From an optimization exercise on the open Yosys and OpenROAD flow, aimed at small area and a short achievable clock period; shortcuts taken in it are not production practice.
At most, simulation tests tie the RTL to the original design; equivalence was not proved.
No driver is modelled on the clock port, so clocking that relies on it looks cheaper here than on a real chip.
No activity file was given, so power comes from the tool's default toggle rates.

Setup of lane 1:
## ibuffer_pack
module ibuffer_pack #(
  parameter int DATA_WIDTH = 64,
  parameter int BEATS      = 2,
  parameter int DEPTH      = 16,
  parameter int DEST_WIDTH = 4,
  localparam int BEAT_W    = DATA_WIDTH + 7,
  localparam int WORD_W    = BEATS * BEAT_W
) (
  input  logic                  clk,
  input  logic                  reset,
  input  logic                  i_valid,
  input  logic                  i_sop,
  input  logic                  i_eop,
  input  logic                  i_error,
  input  logic [2:0]            i_empty,
  input  logic [DATA_WIDTH-1:0] i_data,
  output logic                  o_ready,
  output logic                  o_valid,
  output logic [WORD_W-1:0]     o_data,
  output logic [DEST_WIDTH-1:0] o_dest,
  input  logic                  i_ready,
  output logic                  o_sop_err
);
  localparam int UW = BEAT_W - 1;    
  localparam int LW = BEAT_W - 2;    
  localparam int EOP = UW - 2;       
  localparam int RD = DEPTH - 1;     
  logic [DEPTH-1:0] occ_q, occ_d;
  logic             full_q, rdy_q, o_ready_q;
  logic             slot_q, sop_err_q;
  logic [RD-1:0]    wen_q, wen_d, rptr_q;
  logic [RD-1:0][UW-1:0] ram_up_q;
  logic [RD-1:0][LW-1:0] ram_lo_q;
  logic [UW-1:0]         hd_up_q;
  logic [LW-1:0]         hd_lo_q;
  logic                  hd_lv_q, hd_lv_d;
  logic [UW-1:0] beat_up, rd_up, hd_up_d;
  logic [LW-1:0] beat_lo, rd_lo, hd_lo_d;
  logic          valid, two;
  logic          accept, sec, push, pop, to_head, ram_push, ram_pop, hd_en, up_wr;
  assign rdy_q     = !full_q;
  assign valid     = occ_q[0];
  assign two       = occ_q[1];
  assign o_ready   = o_ready_q;    
  ...
==> module ibuffer_pack, before the edit <==
module ibuffer_pack #(
  parameter int DATA_WIDTH = 64,
  parameter int BEATS      = 2,
  parameter int DEPTH      = 16,
  parameter int DEST_WIDTH = 4,
  localparam int BEAT_W    = DATA_WIDTH + 7,
  localparam int WORD_W    = BEATS * BEAT_W
) (
  input  logic                  clk,
  input  logic                  reset,
  input  logic                  i_valid,
  input  logic                  i_sop,
  input  logic                  i_eop,
  input  logic                  i_error,
  input  logic [2:0]            i_empty,
  input  logic [DATA_WIDTH-1:0] i_data,
  output logic                  o_ready,
  output logic                  o_valid,
  output logic [WORD_W-1:0]     o_data,
  output logic [DEST_WIDTH-1:0] o_dest,
  input  logic                  i_ready,
  output logic                  o_sop_err
);
  localparam int UW = BEAT_W - 1;    
  localparam int LW = BEAT_W - 2;    
  localparam int EOP = UW - 2;       
  localparam int RD = DEPTH - 1;     
  logic [DEPTH-1:0] occ_q, occ_d;
  logic             full_q, rdy_q, o_ready_q;
  logic             slot_q, sop_err_q;
  logic [RD-1:0]    wen_q, wen_d, rptr_q;
  logic [RD-1:0][UW-1:0] ram_up_q;
  logic [RD-1:0][LW-1:0] ram_lo_q;
  logic [UW-1:0]         hd_up_q;
  logic [LW-1:0]         hd_lo_q;
  logic                  hd_lv_q, hd_lv_d;
  logic [UW-1:0] beat_up, rd_up, hd_up_d;
  logic [LW-1:0] beat_lo, rd_lo, hd_lo_d;
  logic          valid, two;
  logic          accept, sec, push, pop, to_head, ram_push, ram_pop, hd_en, up_wr;
  assign rdy_q     = !full_q;
  assign valid     = occ_q[0];
  assign two       = occ_q[1];
  assign o_ready   = o_ready_q;    
  assign o_valid   = valid;
  assign o_data    = {1'b1, hd_up_q, hd_lv_q, 1'b0, hd_lo_q};
  assign o_dest    = o_data[WORD_W-8 -: DEST_WIDTH];
  assign o_sop_err = sop_err_q;
  assign beat_up  = {i_sop, i_eop, i_empty, i_error, i_data};
  assign sec      = slot_q && !i_sop;
  assign beat_lo  = sec ? {i_eop, i_empty, i_error, i_data} : '0;
  assign accept   = i_valid && rdy_q;
  assign push     = accept && (i_eop || sec);
  assign pop      = valid && i_ready;
  assign to_head  = push && (!valid || (!two && pop));
  assign ram_push = push && !to_head;
  assign ram_pop  = pop && two;
  assign hd_en    = ram_pop || to_head;
  assign up_wr    = !slot_q || (i_valid && i_sop);
  always_comb begin
    rd_up = '0;
    rd_lo = '0;
    for (int i = 0; i < RD; i++) begin
      rd_up = rd_up | (ram_up_q[i] & {UW{rptr_q[i]}});
      rd_lo = rd_lo | (ram_lo_q[i] & {LW{rptr_q[i]}});
    end
    hd_up_d = (two || sec) ? rd_up : beat_up;
    hd_lo_d = two ? rd_lo : beat_lo;
    hd_lv_d = two ? !rd_up[EOP] : sec;
  end
  always_comb begin
    occ_d = occ_q;
    if (push && !pop)      occ_d = {occ_q[DEPTH-2:0], 1'b1};
    else if (pop && !push) occ_d = {1'b0, occ_q[DEPTH-1:1]};
    if (occ_d[DEPTH-1])  wen_d = '0;
    else if (full_q)     wen_d = rptr_q;
    else if (ram_push)   wen_d = {wen_q[RD-2:0], wen_q[RD-1]};
    else                 wen_d = wen_q;
  end
  always_ff @(posedge clk or posedge reset) begin
    if (reset) begin
      occ_q     <= '0;
      full_q    <= 1'b0;
      o_ready_q <= 1'b1;
      slot_q    <= 1'b0;
      sop_err_q <= 1'b0;
      wen_q     <= RD'(1);
      rptr_q    <= RD'(1);
    end else begin
      occ_q     <= occ_d;
      full_q    <= occ_d[DEPTH-1];
      o_ready_q <= !occ_d[DEPTH-1];
      sop_err_q <= accept && i_sop && slot_q;
      if (accept) slot_q <= !push;
      wen_q     <= wen_d;
      if (ram_pop)  rptr_q <= {rptr_q[RD-2:0], rptr_q[RD-1]};
    end
  end
  always_ff @(posedge clk) begin
    for (int i = 0; i < RD; i++) begin
      if (wen_q[i]) begin
        if (up_wr) ram_up_q[i] <= beat_up;
        ram_lo_q[i] <= beat_lo;
      end
    end
    if (hd_en) begin
      hd_up_q <= hd_up_d;
      hd_lo_q <= hd_lo_d;
      hd_lv_q <= hd_lv_d;
    end
  end
endmodule
Settings: LEC_CHECK=0, CAP_MARGIN=20, CORE_MARGIN=2, CORE_UTILIZATION=60, CTS_CLUSTER_DIAMETER=90, CTS_CLUSTER_SIZE=28, PLACE_DENSITY=0.7, SETUP_SLACK_MARGIN=3.3, SLEW_MARGIN=20, POST_GLOBAL_PLACE_TCL=/design/flow/flow/post_gpl.tcl, POST_CTS_TCL=/design/flow/flow/post_cts.tcl, BUFFER_PORTS_ARGS=-buffer_cell sky130_fd_sc_hd__buf_4; clock period 5.5 ns.
standard.sh (not shown) runs the stock make flow with config.mk's settings and CLKGATE_MAP_FILE= SYNTH_SCRIPT=/design/flow/synth_recipe.tcl, a recipe that flattens the netlist after the stock synthesis.
==> flow/flow/run.sh <==
#!/bin/bash
# Standard ORFS layout, with three changes:
#  * port buffers are sky130_fd_sc_hd__buf_4 (buffer_ports -buffer_cell) instead of the
#    default choice (a slow delay buffer);
#  * after global placement, flow/post_gpl.tcl moves each output port's buffer next to the
#    register that drives it, then places the pins again;
#  * after CTS, flow/post_cts.tcl rebuilds the top of the clock tree (see clk_eco.tcl).
# Each tool's output goes to the ORFS logs under orfs/logs; make's own output to run_make.log.
set -euo pipefail
W=$(pwd)
cat >> "$W/config.mk" <<EOT
export POST_GLOBAL_PLACE_TCL = $W/flow/post_gpl.tcl
export POST_CTS_TCL = $W/flow/post_cts.tcl
export BUFFER_PORTS_ARGS = -buffer_cell sky130_fd_sc_hd__buf_4
EOT
bash standard.sh finish > "$W/run_make.log" 2>&1
Other scripts of this flow, unchanged in this note and not shown: flow/flow/clk_eco.tcl, flow/flow/post_cts.tcl, flow/flow/post_gpl.tcl
What lane 2 does differently from lane 1 at the input level:
-- flow/design.v --
<<< lane 1, line 27
  localparam int RD = DEPTH - 1;     
  logic [DEPTH-1:0] occ_q, occ_d;
  logic             full_q, rdy_q, o_ready_q;
  logic             slot_q, sop_err_q;
  logic [RD-1:0]    wen_q, wen_d, rptr_q;
>>> lane 2, line 27
  localparam int RD = DEPTH - 1;     
  logic [DEPTH-1:0] occ_q, occ_d;
  logic             full_q, rdy_q, nrdy_q, nrdy_d;
  logic             slot_q, sop_err_q;
  logic [RD-1:0]    wen_q, wen_d, rptr_q;
<<< lane 1, line 42
  assign valid     = occ_q[0];
  assign two       = occ_q[1];
  assign o_ready   = o_ready_q;    
  assign o_valid   = valid;
  assign o_data    = {1'b1, hd_up_q, hd_lv_q, 1'b0, hd_lo_q};
>>> lane 2, line 42
  assign valid     = occ_q[0];
  assign two       = occ_q[1];
  assign o_ready   = !nrdy_q;
  assign o_valid   = valid;
  assign o_data    = {1'b1, hd_up_q, hd_lv_q, 1'b0, hd_lo_q};
<<< lane 1, line 56
  assign ram_push = push && !to_head;
  assign ram_pop  = pop && two;
  assign hd_en    = ram_pop || to_head;
  assign up_wr    = !slot_q || (i_valid && i_sop);
  always_comb begin
>>> lane 2, line 56
  assign ram_push = push && !to_head;
  assign ram_pop  = pop && two;
  assign hd_en    = !valid || i_ready;
  assign up_wr    = !slot_q || (i_valid && i_sop);
  always_comb begin
<<< lane 1, line 73
    if (push && !pop)      occ_d = {occ_q[DEPTH-2:0], 1'b1};
    else if (pop && !push) occ_d = {1'b0, occ_q[DEPTH-1:1]};
    if (occ_d[DEPTH-1])  wen_d = '0;
    else if (full_q)     wen_d = rptr_q;
    else if (ram_push)   wen_d = {wen_q[RD-2:0], wen_q[RD-1]};
    else                 wen_d = wen_q;
  end
  always_ff @(posedge clk or posedge reset) begin
>>> lane 2, line 73
    if (push && !pop)      occ_d = {occ_q[DEPTH-2:0], 1'b1};
    else if (pop && !push) occ_d = {1'b0, occ_q[DEPTH-1:1]};
    if (full_q)          wen_d = pop ? rptr_q : '0;
    else if (ram_push)   wen_d = (occ_q[DEPTH-2] && !pop) ? '0 : {wen_q[RD-2:0], wen_q[RD-1]};
    else                 wen_d = wen_q;
    nrdy_d = full_q ? !pop : (occ_q[DEPTH-2] && push && !pop);
  end
  always_ff @(posedge clk or posedge reset) begin
<<< lane 1, line 82
      occ_q     <= '0;
      full_q    <= 1'b0;
      o_ready_q <= 1'b1;
      slot_q    <= 1'b0;
      sop_err_q <= 1'b0;
>>> lane 2, line 82
      occ_q     <= '0;
      full_q    <= 1'b0;
      nrdy_q    <= 1'b0;
      slot_q    <= 1'b0;
      sop_err_q <= 1'b0;
<<< lane 1, line 90
      occ_q     <= occ_d;
      full_q    <= occ_d[DEPTH-1];
      o_ready_q <= !occ_d[DEPTH-1];
      sop_err_q <= accept && i_sop && slot_q;
      if (accept) slot_q <= !push;
>>> lane 2, line 90
      occ_q     <= occ_d;
      full_q    <= occ_d[DEPTH-1];
      nrdy_q    <= nrdy_d;
      sop_err_q <= accept && i_sop && slot_q;
      if (accept) slot_q <= !push;
Findings:
In the reports for lane 2 and lane 1, the larger cell depth of the worst flop-to-flop path belongs to lane 1. Lane 2 — post-layout minimum cycle time 38 ps lower, lane 1 as reference. Sort lane 2 and lane 1 by final period utilization asc -> top: lane 2. Per the comparison of lane 2 with lane 1, remaining global-route overflow barely changed, final core area utilization went down, post-layout total power went up about 0.35%, met2 track demand over resource -1.3 points, sequential cell fraction of total power increased 0.4 points.


amber:
The RTL this note starts from:
==> flow/design.v <==
module ibuffer_pack #(
  parameter int DATA_WIDTH = 64,
  parameter int BEATS      = 2,
  parameter int DEPTH      = 16,
  parameter int DEST_WIDTH = 4,
  localparam int BEAT_W    = DATA_WIDTH + 7,
  localparam int WORD_W    = BEATS * BEAT_W
) (
  input  logic                  clk,
  input  logic                  reset,
  input  logic                  i_valid,
  input  logic                  i_sop,
  input  logic                  i_eop,
  input  logic                  i_error,
  input  logic [2:0]            i_empty,
  input  logic [DATA_WIDTH-1:0] i_data,
  output logic                  o_ready,
  output logic                  o_valid,
  output logic [WORD_W-1:0]     o_data,
  output logic [DEST_WIDTH-1:0] o_dest,
  input  logic                  i_ready,
  output logic                  o_sop_err
);
  localparam int UW = BEAT_W - 1;    
  localparam int LW = BEAT_W - 2;    
  localparam int EOP = UW - 2;       
  localparam int RD = DEPTH - 1;     
  logic [DEPTH-1:0] occ_q, occ_d;
  logic             full_q, rdy_q, nrdy_q, nrdy_d;
  logic             slot_q, sop_err_q;
  logic [RD-1:0]    wen_q, wen_d, rptr_q;
  logic [RD-1:0][UW-1:0] ram_up_q;
  logic [RD-1:0][LW-1:0] ram_lo_q;
  logic [UW-1:0]         hd_up_q;
  logic [LW-1:0]         hd_lo_q;
  logic                  hd_lv_q, hd_lv_d;
  logic [UW-1:0] beat_up, rd_up, hd_up_d;
  logic [LW-1:0] beat_lo, rd_lo, hd_lo_d;
  logic          valid, two;
  logic          accept, sec, push, pop, to_head, ram_push, ram_pop, hd_en, up_wr;
  assign rdy_q     = !full_q;
  assign valid     = occ_q[0];
  assign two       = occ_q[1];
  assign o_ready   = !nrdy_q;
  assign o_valid   = valid;
  assign o_data    = {1'b1, hd_up_q, hd_lv_q, 1'b0, hd_lo_q};
  assign o_dest    = o_data[WORD_W-8 -: DEST_WIDTH];
  assign o_sop_err = sop_err_q;
  assign beat_up  = {i_sop, i_eop, i_empty, i_error, i_data};
  assign sec      = slot_q && !i_sop;
  assign beat_lo  = sec ? {i_eop, i_empty, i_error, i_data} : '0;
  assign accept   = i_valid && rdy_q;
  assign push     = accept && (i_eop || sec);
  assign pop      = valid && i_ready;
  assign to_head  = push && (!valid || (!two && pop));
  assign ram_push = push && !to_head;
  assign ram_pop  = pop && two;
  assign hd_en    = !valid || i_ready;
  assign up_wr    = !slot_q || (i_valid && i_sop);
  always_comb begin
    rd_up = '0;
    rd_lo = '0;
    for (int i = 0; i < RD; i++) begin
      rd_up = rd_up | (ram_up_q[i] & {UW{rptr_q[i]}});
      rd_lo = rd_lo | (ram_lo_q[i] & {LW{rptr_q[i]}});
    end
    hd_up_d = (two || sec) ? rd_up : beat_up;
    hd_lo_d = two ? rd_lo : beat_lo;
    hd_lv_d = two ? !rd_up[EOP] : sec;
  end
  always_comb begin
    occ_d = occ_q;
    if (push && !pop)      occ_d = {occ_q[DEPTH-2:0], 1'b1};
    else if (pop && !push) occ_d = {1'b0, occ_q[DEPTH-1:1]};
    if (full_q)          wen_d = pop ? rptr_q : '0;
    else if (ram_push)   wen_d = (occ_q[DEPTH-2] && !pop) ? '0 : {wen_q[RD-2:0], wen_q[RD-1]};
    else                 wen_d = wen_q;
    nrdy_d = full_q ? !pop : (occ_q[DEPTH-2] && push && !pop);
  end
  always_ff @(posedge clk or posedge reset) begin
    if (reset) begin
      occ_q     <= '0;
      full_q    <= 1'b0;
      nrdy_q    <= 1'b0;
      slot_q    <= 1'b0;
      sop_err_q <= 1'b0;
      wen_q     <= RD'(1);
      rptr_q    <= RD'(1);
    end else begin
      occ_q     <= occ_d;
      full_q    <= occ_d[DEPTH-1];
      nrdy_q    <= nrdy_d;
      sop_err_q <= accept && i_sop && slot_q;
      if (accept) slot_q <= !push;
      wen_q     <= wen_d;
      if (ram_pop)  rptr_q <= {rptr_q[RD-2:0], rptr_q[RD-1]};
    end
  end
  always_ff @(posedge clk) begin
    for (int i = 0; i < RD; i++) begin
      if (wen_q[i]) begin
        if (up_wr) ram_up_q[i] <= beat_up;
        ram_lo_q[i] <= beat_lo;
      end
    end
    if (hd_en) begin
      hd_up_q <= hd_up_d;
      hd_lo_q <= hd_lo_d;
      hd_lv_q <= hd_lv_d;
    end
  end
endmodule
export LEC_CHECK = 0
export CAP_MARGIN = 20
export CORE_MARGIN = 2
export CORE_UTILIZATION = 60
export CTS_CLUSTER_DIAMETER = 90
export CTS_CLUSTER_SIZE = 28
export PLACE_DENSITY = 0.7
export SETUP_SLACK_MARGIN = 3.3
export SLEW_MARGIN = 20
export POST_GLOBAL_PLACE_TCL = /design/flow/flow/post_gpl.tcl
export POST_CTS_TCL = /design/flow/flow/post_cts.tcl
export BUFFER_PORTS_ARGS = -buffer_cell sky130_fd_sc_hd__buf_4
create_clock -name core_clock -period 5.5 [get_ports {clk}]
Scripts as last shown in full above: flow/flow/run.sh
Other scripts of this flow, unchanged in this note and not shown: flow/flow/clk_eco.tcl, flow/flow/post_cts.tcl, flow/flow/post_gpl.tcl
amber | status: complete | timing, DRC, antenna: pass
The inputs of raven differ from those of amber as listed below.
diff --git a/flow/design.v b/flow/design.v
--- a/flow/design.v
+++ b/flow/design.v
@@ -34,6 +34,7 @@
   logic [UW-1:0]         hd_up_q;
   logic [LW-1:0]         hd_lo_q;
   logic                  hd_lv_q, hd_lv_d;
+  logic [DEST_WIDTH-1:0] hd_dest_q, hd_dest_d;
   logic [UW-1:0] beat_up, rd_up, hd_up_d;
   logic [LW-1:0] beat_lo, rd_lo, hd_lo_d;
   logic          valid, two;
@@ -44,7 +45,8 @@
   assign o_ready   = !nrdy_q;
   assign o_valid   = valid;
   assign o_data    = {1'b1, hd_up_q, hd_lv_q, 1'b0, hd_lo_q};
-  assign o_dest    = o_data[WORD_W-8 -: DEST_WIDTH];
+  localparam int DLSB = WORD_W - 8 - DEST_WIDTH + 1 - BEAT_W;   
+  assign o_dest    = hd_dest_q;
   assign o_sop_err = sop_err_q;
   assign beat_up  = {i_sop, i_eop, i_empty, i_error, i_data};
   assign sec      = slot_q && !i_sop;
@@ -67,6 +69,8 @@
     hd_up_d = (two || sec) ? rd_up : beat_up;
     hd_lo_d = two ? rd_lo : beat_lo;
     hd_lv_d = two ? !rd_up[EOP] : sec;
+    hd_dest_d = two ? rd_up[DLSB +: DEST_WIDTH]
+                    : (sec ? rd_up[DLSB +: DEST_WIDTH] : beat_up[DLSB +: DEST_WIDTH]);
   end
   always_comb begin
     occ_d = occ_q;
@@ -107,6 +111,7 @@
       hd_up_q <= hd_up_d;
       hd_lo_q <= hd_lo_d;
       hd_lv_q <= hd_lv_d;
+      hd_dest_q <= hd_dest_d;
     end
   end
 endmodule
Notes after the runs:
On count of sequential standard cells, amber and raven are basically level.
There was hardly any difference in fraction of layout instances using a drive strength above 1 between raven and amber.
Status: count of flip-flops with a built-in enable after synthesis parity (raven, amber)
Compared amber against raven; synthesized netlist cell count within noise.
Worst setup slack before clock tree synthesis down 370 ps in raven wrt amber
Function not checked in raven: the RTL went through the layout flow alone.

static timing again, ports no longer ideal:
The results above use ideal ports. As a check the final layouts listed here were re-extracted and re-timed, cells and wires unchanged. Step 1, drivers: a clkbuf_16 drives clk and a buf_2 each remaining input, both assumed. Step 2 also shifts input and output timing later by t, the mid clock arrival at the registers, as if the neighbouring blocks saw the same clock. Slacks: ideal / step 1 / step 2; pairs: ideal / step 1.
run | t, ns | slack for setup (ns) | hold slack, ns | worst setup path after step 2 | worst slew at a driven data input, ns
lane 1 | 0.724 | 3.198 / 3.033 / 2.560 | 0.531 / 0.531 / 0.531 | input to register | 0.08
lane 2 | 0.735 | 3.235 / 3.056 / 2.744 | 0.565 / 0.565 / 0.565 | input to register | 0.08
amber | 0.739 | 3.239 / 3.059 / 2.664 | 0.564 / 0.564 / 0.564 | input to register | 0.08
raven | 0.730 | 3.230 / 3.077 / 2.654 | 0.534 / 0.534 / 0.534 | input to register | 0.15
After both steps every run listed still meets setup and hold. The setup slack of lane 1, which loses most, moves by -0.165 ns with the drivers and by -0.638 ns with both steps.
